Context: an optimization exercise on an open-source flow, tuned for small area, a short achievable clock period and few clock cycles per item. The choices shown serve that exercise and are no tape-out recipe. The RTL was checked by simulation tests, not by an equivalence proof against the original design.

// digital_resonator_bank
module digital_resonator_bank #(
  parameter int unsigned DATA_W    = 16,
  parameter int unsigned COEF_W    = 18,
  parameter int unsigned COEF_FRAC = 16,
  parameter int unsigned NUM_CH    = 4,
  localparam int unsigned CH_W     = (NUM_CH > 1) ? $clog2(NUM_CH) : 1
) (
  input  logic                     clk,
  input  logic                     reset_n,
  input  logic                     enable,
  input  logic                     clr,
  input  logic [NUM_CH*DATA_W-1:0] d,
  input  logic                     coef_we,
  input  logic [CH_W-1:0]          coef_ch,
  input  logic [1:0]               coef_sel,
  input  logic [COEF_W-1:0]        coef_data,
  output logic [NUM_CH*DATA_W-1:0] q,
  output logic                     q_valid,
  output logic                     busy,
  output logic                     sat_flag,
  output logic                     overrun
);
  localparam int unsigned ND = COEF_W / 2;    
  logic        [ND-1:0]     g_one [NUM_CH], g_two [NUM_CH], g_neg [NUM_CH];
  logic        [ND-1:0]     a1_one[NUM_CH], a1_two[NUM_CH], a1_neg[NUM_CH];
  logic        [ND-1:0]     a2_one[NUM_CH], a2_two[NUM_CH], a2_neg[NUM_CH];
  ...
clock: 11.5 ns
lec_check: 0
abc_area: 1
cap_margin: 10
core_margin: 2
core_utilization: 50
setup_slack_margin: 5.0
slew_margin: 10
tns_end_percent: 10
standard.sh (not shown) runs the stock make flow with config.mk's settings and CLKGATE_MAP_FILE= SYNTH_SCRIPT=/design/flow/synth_recipe.tcl, a recipe that flattens the netlist after the stock synthesis.
==> flow/flow/run.sh <==
#!/bin/bash
# Layout flow: the standard synthesis, then a netlist pass that removes
# inverters around full adders (flow/fapol.py), then the standard layout.
set -euo pipefail
R=orfs/results/${FLOW_PLATFORM}/digital_resonator_bank/base
bash standard.sh synth > synth.log 2>&1
cp $R/1_2_yosys.v $R/1_2_yosys.std.v
python3 flow/fapol.py $R/1_2_yosys.std.v $R/1_2_yosys.fapol.v > fapol.log 2>&1
cp $R/1_2_yosys.fapol.v $R/1_2_yosys.v
rm -f $R/1_synth.odb $R/1_synth.sdc
bash standard.sh finish > finish.log 2>&1
Other scripts of this flow, unchanged in this note and not shown: flow/flow/fapol.py
The baseline finished clean.
Testbench counts at the start, summed over its fixed seeds: cycles 1,600, frames 1,600.
Next try:
--- a/flow/config.mk
+++ b/flow/config.mk
@@ -7,8 +7,8 @@
 export LEC_CHECK = 0
 export ABC_AREA = 1
-export CAP_MARGIN = 10
+export CAP_MARGIN = 20
 export CORE_MARGIN = 2
 export CORE_UTILIZATION = 50
 export SETUP_SLACK_MARGIN = 5.0
-export SLEW_MARGIN = 10
+export SLEW_MARGIN = 20
 export TNS_END_PERCENT = 10
After rerunning: Final area increases by about 1.5%; clock-buffer cell count decreases by 2; die area stays the same.
Next try:
--- a/flow/config.mk
+++ b/flow/config.mk
@@ -10,5 +10,5 @@
 export CORE_MARGIN = 2
 export CORE_UTILIZATION = 50
-export SETUP_SLACK_MARGIN = 5.0
+export SETUP_SLACK_MARGIN = 4.0
 export SLEW_MARGIN = 20
-export TNS_END_PERCENT = 10
+export TNS_END_PERCENT = 5
After rerunning: Worst hold slack degrades by 0.015 ns; area after synthesis does not change; via count is lower by 0.33%; global-route usage goes down by 0.26 points.

---

digital_resonator_bank, a different RTL version from the one above (not shown whole).
For scale: about 10000 cells after synthesis, about 160 I/O pins.
clock: 11.5 ns
lec_check: 0
abc_area: 1
cap_margin: 20
core_margin: 2
core_utilization: 50
setup_slack_margin: 5.0
slew_margin: 20
==> flow/flow/fapol.py <==
#!/usr/bin/env python3
"""Remove inverters around sky130 full adders and XOR gates.

A full adder is self-dual: FA(~a,~b,~c) = (~sum, ~cout), so each fa cell may
work on complemented signals. An xor2/xnor2 gate absorbs any inversion of an
input or its output by swapping xor2 <-> xnor2. This pass chooses polarities
so that as few inverters as possible remain, then rewrites the netlist.
Registers and ports are left as they are.

usage: fapol.py in.v out.v
"""
import re, sys
from collections import defaultdict

src = open(sys.argv[1]).read()
m = re.search(r'\bmodule\s+(\w+)', src)
mod_start = m.start()
body_start = src.index(';', m.end()) + 1
end_idx = src.rindex('endmodule')
body = src[body_start:end_idx]

stmts = [s.strip() for s in body.split(';') if s.strip()]
cell_re = re.compile(r'^(sky130_fd_sc_hd__\w+)\s+(\S+)\s*\((.*)\)$', re.S)
decls, cells, others = [], [], []
for s in stmts:
    cm = cell_re.match(s)
    if cm:
        pins = dict((p, n.strip()) for p, n in re.findall(r'\.(\w+)\(([^()]*)\)', cm.group(3)))
        cells.append([cm.group(1), cm.group(2), pins])
    elif re.match(r'^(wire|input|output|inout|reg)\b', s):
        decls.append(s)
    else:
        others.append(s)

OUTP = {'X', 'Y', 'Q', 'Q_N', 'SUM', 'COUT', 'HI', 'LO'}
def is_inv(t): return re.match(r'sky130_fd_sc_hd__(clk)?inv_\d+$', t) is not None
def is_fa(t): return re.match(r'sky130_fd_sc_hd__fa_\d+$', t) is not None
def is_xor(t): return re.match(r'sky130_fd_sc_hd__x(n)?or2_\d+$', t) is not None

frozen = set()
for d in decls:
    if d.startswith(('input', 'output', 'inout')):
        for n in re.findall(r'(\\?\S+)\s*$', d):
            frozen.add(n)
for o in others:
    for n in re.findall(r'[\\\w$.\[\]]+', o):
        frozen.add(n)

parent, parity = {}, {}
def find(n):
    if n not in parent:
        parent[n] = n; parity[n] = 0
        return n, 0
    p = 0; x = n; path = []
    while parent[x] != x:
        path.append(x); p ^= parity[x]; x = parent[x]
    acc = p
    for y in path:
        py = parity[y]; parent[y] = x; parity[y] = acc; acc ^= py
    return x, p
def union(a, b, par):
    ra, pa = find(a); rb, pb = find(b)
    if ra == rb: return
    parent[rb] = ra; parity[rb] = pa ^ pb ^ par

for t, n, p in cells:
    if is_inv(t): union(p['A'], p['Y'], 1)

drv = {}
cons = defaultdict(list)
for i, (t, n, p) in enumerate(cells):
    if is_inv(t): continue
    for pin, net in p.items():
        r, pol = find(net)
        if pin in OUTP: drv[r] = (i, pin, pol)
        else: cons[r].append((i, pin, pol))
frozen_roots = set(find(n)[0] for n in frozen if n in parent)
# a class is editable when it has a cell driver and no port or assign net
edit = set(r for r in drv if r not in frozen_roots)

kind = ['fa' if is_fa(t) else 'xor' if is_xor(t) else 'fix' for t, n, p in cells]
flip = [0] * len(cells)
# an FA may flip only if all its classes are editable
cand = [i for i, c in enumerate(cells) if kind[i] == 'fa'
        and all(find(n)[0] in edit for n in c[2].values())]

def needs(r):
    s = set()
    for (ci, cpin, cpol) in cons[r]:
        k = kind[ci]
        if k == 'xor': continue
        s.add(cpol ^ (flip[ci] if k == 'fa' else 0))
    return s
def dpol(r):
    i, pin, pol = drv[r]
    k = kind[i]
    if k == 'xor': return None
    return pol ^ (flip[i] if k == 'fa' else 0)
def cost(r):
    s = needs(r); d = dpol(r)
    if d is None: return 1 if len(s) == 2 else 0
    return 1 if (d ^ 1) in s else 0

fa_roots = {i: set(find(n)[0] for n in cells[i][2].values()) for i in cand}
before = sum(cost(r) for r in edit)
import random
random.seed(1)
def delta(i):
    c0 = sum(cost(r) for r in fa_roots[i])
    flip[i] ^= 1
    c1 = sum(cost(r) for r in fa_roots[i])
    flip[i] ^= 1
    return c1 - c0
# simulated annealing over adder polarities, then greedy descent
cur = before
best = cur; best_flip = list(flip)
n = len(cand)
steps = 100 * n
for s_ in range(steps):
    T = 1.5 * (1 - s_ / steps) + 0.01
    i = cand[random.randrange(n)]
    d = delta(i)
    if d <= 0 or random.random() < pow(2.718, -d / T):
        flip[i] ^= 1; cur += d
        if cur < best:
            best = cur; best_flip = list(flip)
flip[:] = best_flip
changed = True
while changed:
    changed = False
    for i in cand:
        if delta(i) < 0:
            flip[i] ^= 1; changed = True
after = sum(cost(r) for r in edit)
sys.stderr.write(f"fapol: editable classes needing an inverter: {before} -> {after}, "
                 f"flipped {sum(flip)} of {len(cand)} adders\n")

drop = set(i for i, (t, n, p) in enumerate(cells) if is_inv(t) and find(p['A'])[0] in edit)
xor_tog = defaultdict(int)
newcells, newwires = [], []
cnt = 0
for r in edit:
    i, pin, pol = drv[r]
    dnet = cells[i][2][pin]
    s = needs(r)
    d = dpol(r)
    if d is None:
        d = next(iter(s)) if len(s) == 1 else pol
        xor_tog[i] ^= d ^ pol          # output polarity change of the xor
    inet = None
    for (ci, cpin, cpol) in cons[r]:
        k = kind[ci]
        if k == 'xor':
            cells[ci][2][cpin] = dnet
            xor_tog[ci] ^= d ^ cpol
            continue
        need = cpol ^ (flip[ci] if k == 'fa' else 0)
        if need == d:
            cells[ci][2][cpin] = dnet
        else:
            if inet is None:
                cnt += 1
                inet = f"_fapol_n{cnt}_"
                newwires.append(inet)
                newcells.append(['sky130_fd_sc_hd__inv_1', f"_fapol_i{cnt}_", {'A': dnet, 'Y': inet}])
            cells[ci][2][cpin] = inet
for i, tg in xor_tog.items():
    if tg:
        t = cells[i][0]
        p = cells[i][2]
        if 'xnor2' in t:
            cells[i][0] = t.replace('xnor2', 'xor2'); p['X'] = p.pop('Y')
        else:
            cells[i][0] = t.replace('xor2', 'xnor2'); p['Y'] = p.pop('X')

res = [src[mod_start:body_start]]
for dcl in decls: res.append("  " + dcl + " ;")
for w in newwires: res.append(f"  wire {w};")
for idx, (t, n, p) in enumerate(cells):
    if idx in drop: continue
    res.append(f"  {t} {n} (" + ", ".join(f".{k}({v} )" for k, v in p.items()) + ");")
for t, n, p in newcells:
    res.append(f"  {t} {n} (" + ", ".join(f".{k}({v} )" for k, v in p.items()) + ");")
for o in others: res.append("  " + o + " ;")
res.append("endmodule")
open(sys.argv[2], 'w').write(src[:mod_start] + "\n".join(res) + "\n" + src[end_idx + len('endmodule'):])
sys.stderr.write(f"fapol: removed {len(drop)} inverters, added {len(newcells)}, "
                 f"swapped {sum(1 for v in xor_tog.values() if v)} xor gates\n")
Scripts as last shown in full above: flow/flow/run.sh
Testbench counts at the start, summed over its fixed seeds: cycles 1,600, frames 1,600.
Rerun with:
--- a/flow/flow/fapol.py
+++ b/flow/flow/fapol.py
@@ -105,30 +105,13 @@
 before = sum(cost(r) for r in edit)
-import random
-random.seed(1)
-def delta(i):
-    c0 = sum(cost(r) for r in fa_roots[i])
-    flip[i] ^= 1
-    c1 = sum(cost(r) for r in fa_roots[i])
-    flip[i] ^= 1
-    return c1 - c0
-# simulated annealing over adder polarities, then greedy descent
-cur = before
-best = cur; best_flip = list(flip)
-n = len(cand)
-steps = 100 * n
-for s_ in range(steps):
-    T = 1.5 * (1 - s_ / steps) + 0.01
-    i = cand[random.randrange(n)]
-    d = delta(i)
-    if d <= 0 or random.random() < pow(2.718, -d / T):
-        flip[i] ^= 1; cur += d
-        if cur < best:
-            best = cur; best_flip = list(flip)
-flip[:] = best_flip
-changed = True
-while changed:
-    changed = False
+changed = True; it = 0
+while changed and it < 100:
+    changed = False; it += 1
     for i in cand:
-        if delta(i) < 0:
-            flip[i] ^= 1; changed = True
+        c0 = sum(cost(r) for r in fa_roots[i])
+        flip[i] ^= 1
+        c1 = sum(cost(r) for r in fa_roots[i])
+        if c1 < c0: changed = True
+        elif c1 == c0 and it < 3:
+            pass   # keep flip on ties early to escape plateaus
+        else: flip[i] ^= 1
 after = sum(cost(r) for r in edit)
- SETUP_SLACK_MARGIN: 5.0 -> 3.0
After rerunning: Setup slack is worse by 0.13 ns. Design area shrinks by 1.8%. Wire length hardly moves. Critical path depth grows by 3. Synthesized area grows by 0.80%. Non-clock buffer count shrinks by 75. Count of clock-buffer cells in the layout grows by 11. Register-to-register slack is worse by 0.13 ns. Hold slack is better by 0.0060 ns.

---

Another version of the RTL of digital_resonator_bank (not shown whole).
Size: roughly 11000 cells after synthesis, ~160 I/O pins, ~95000 µm² of cells after synthesis.
Settings: LEC_CHECK=0, ABC_AREA=1, CAP_MARGIN=20, CORE_MARGIN=2, CORE_UTILIZATION=65, SLEW_MARGIN=20; clock period 11.5 ns.
run.sh (not shown) runs the stock make flow with config.mk's settings and CLKGATE_MAP_FILE= SYNTH_SCRIPT=/design/flow/synth_recipe.tcl, a recipe that flattens the netlist after the stock synthesis.
Stock flow here: none of the scripts above is used.
The starting point completed without violations.
Testbench counts at the start, summed over its fixed seeds: cycles 1,600, frames 1,600.
Next try:
- CORE_UTILIZATION: 65 -> 40
Result: Global-route usage drops by 17 points; utilization is lower by 27 points; synthesized area is unchanged; routed wire length increases by 8.0%; final area grows by 2.5%; die area is higher by 62%.

-- static timing again, ports no longer ideal --
How much do the figures lean on ideal ports? The routed layouts below were timed once more, with nothing changed but the port constraints.
Step 1, drivers: a clkbuf_16 drives clk and a buf_2 each remaining input, both assumed.
Step 2 moves the port delays by t, midway between the first and last clock arrival at a register: inputs arrive t later, outputs are due t later. That takes back most of the time a late clock gives input paths.
a / b / c = ideal ports / drivers / drivers and shift; a / b = the first two.
run	t (ns)	setup slack, ns	hold slack, ns	worst setup path at the end	worst slew at a driven data input, ns
the first run of note 1	0.849	3.715 / 3.715 / 3.009	0.555 / 0.555 / 0.555	input to register	0.05
the second run of note 1	0.819	3.765 / 3.765 / 3.081	0.564 / 0.564 / 0.564	input to register	0.21
the third run of note 1	0.871	3.573 / 3.573 / 2.905	0.550 / 0.550 / 0.550	input to register	0.05
the first run of note 2	0.791	3.091 / 3.091 / 2.841	0.478 / 0.478 / 0.478	input to register	0.22
the second run of note 2	0.793	2.957 / 2.957 / 2.731	0.484 / 0.484 / 0.484	input to register	0.07
the first run of note 3	0.772	0.293 / 0.293 / -0.227	0.493 / 0.493 / 0.493	input to register	0.25
the second run of note 3	0.784	0.301 / 0.301 / -0.293	0.494 / 0.494 / 0.494	input to register	0.17
With both steps, setup timing fails in the first run of note 3 and the second run of note 3, where it was met with ideal ports. For the first run of note 1, which loses most, drivers alone change the setup slack by 0.000 ns; drivers and shift together by -0.706 ns.
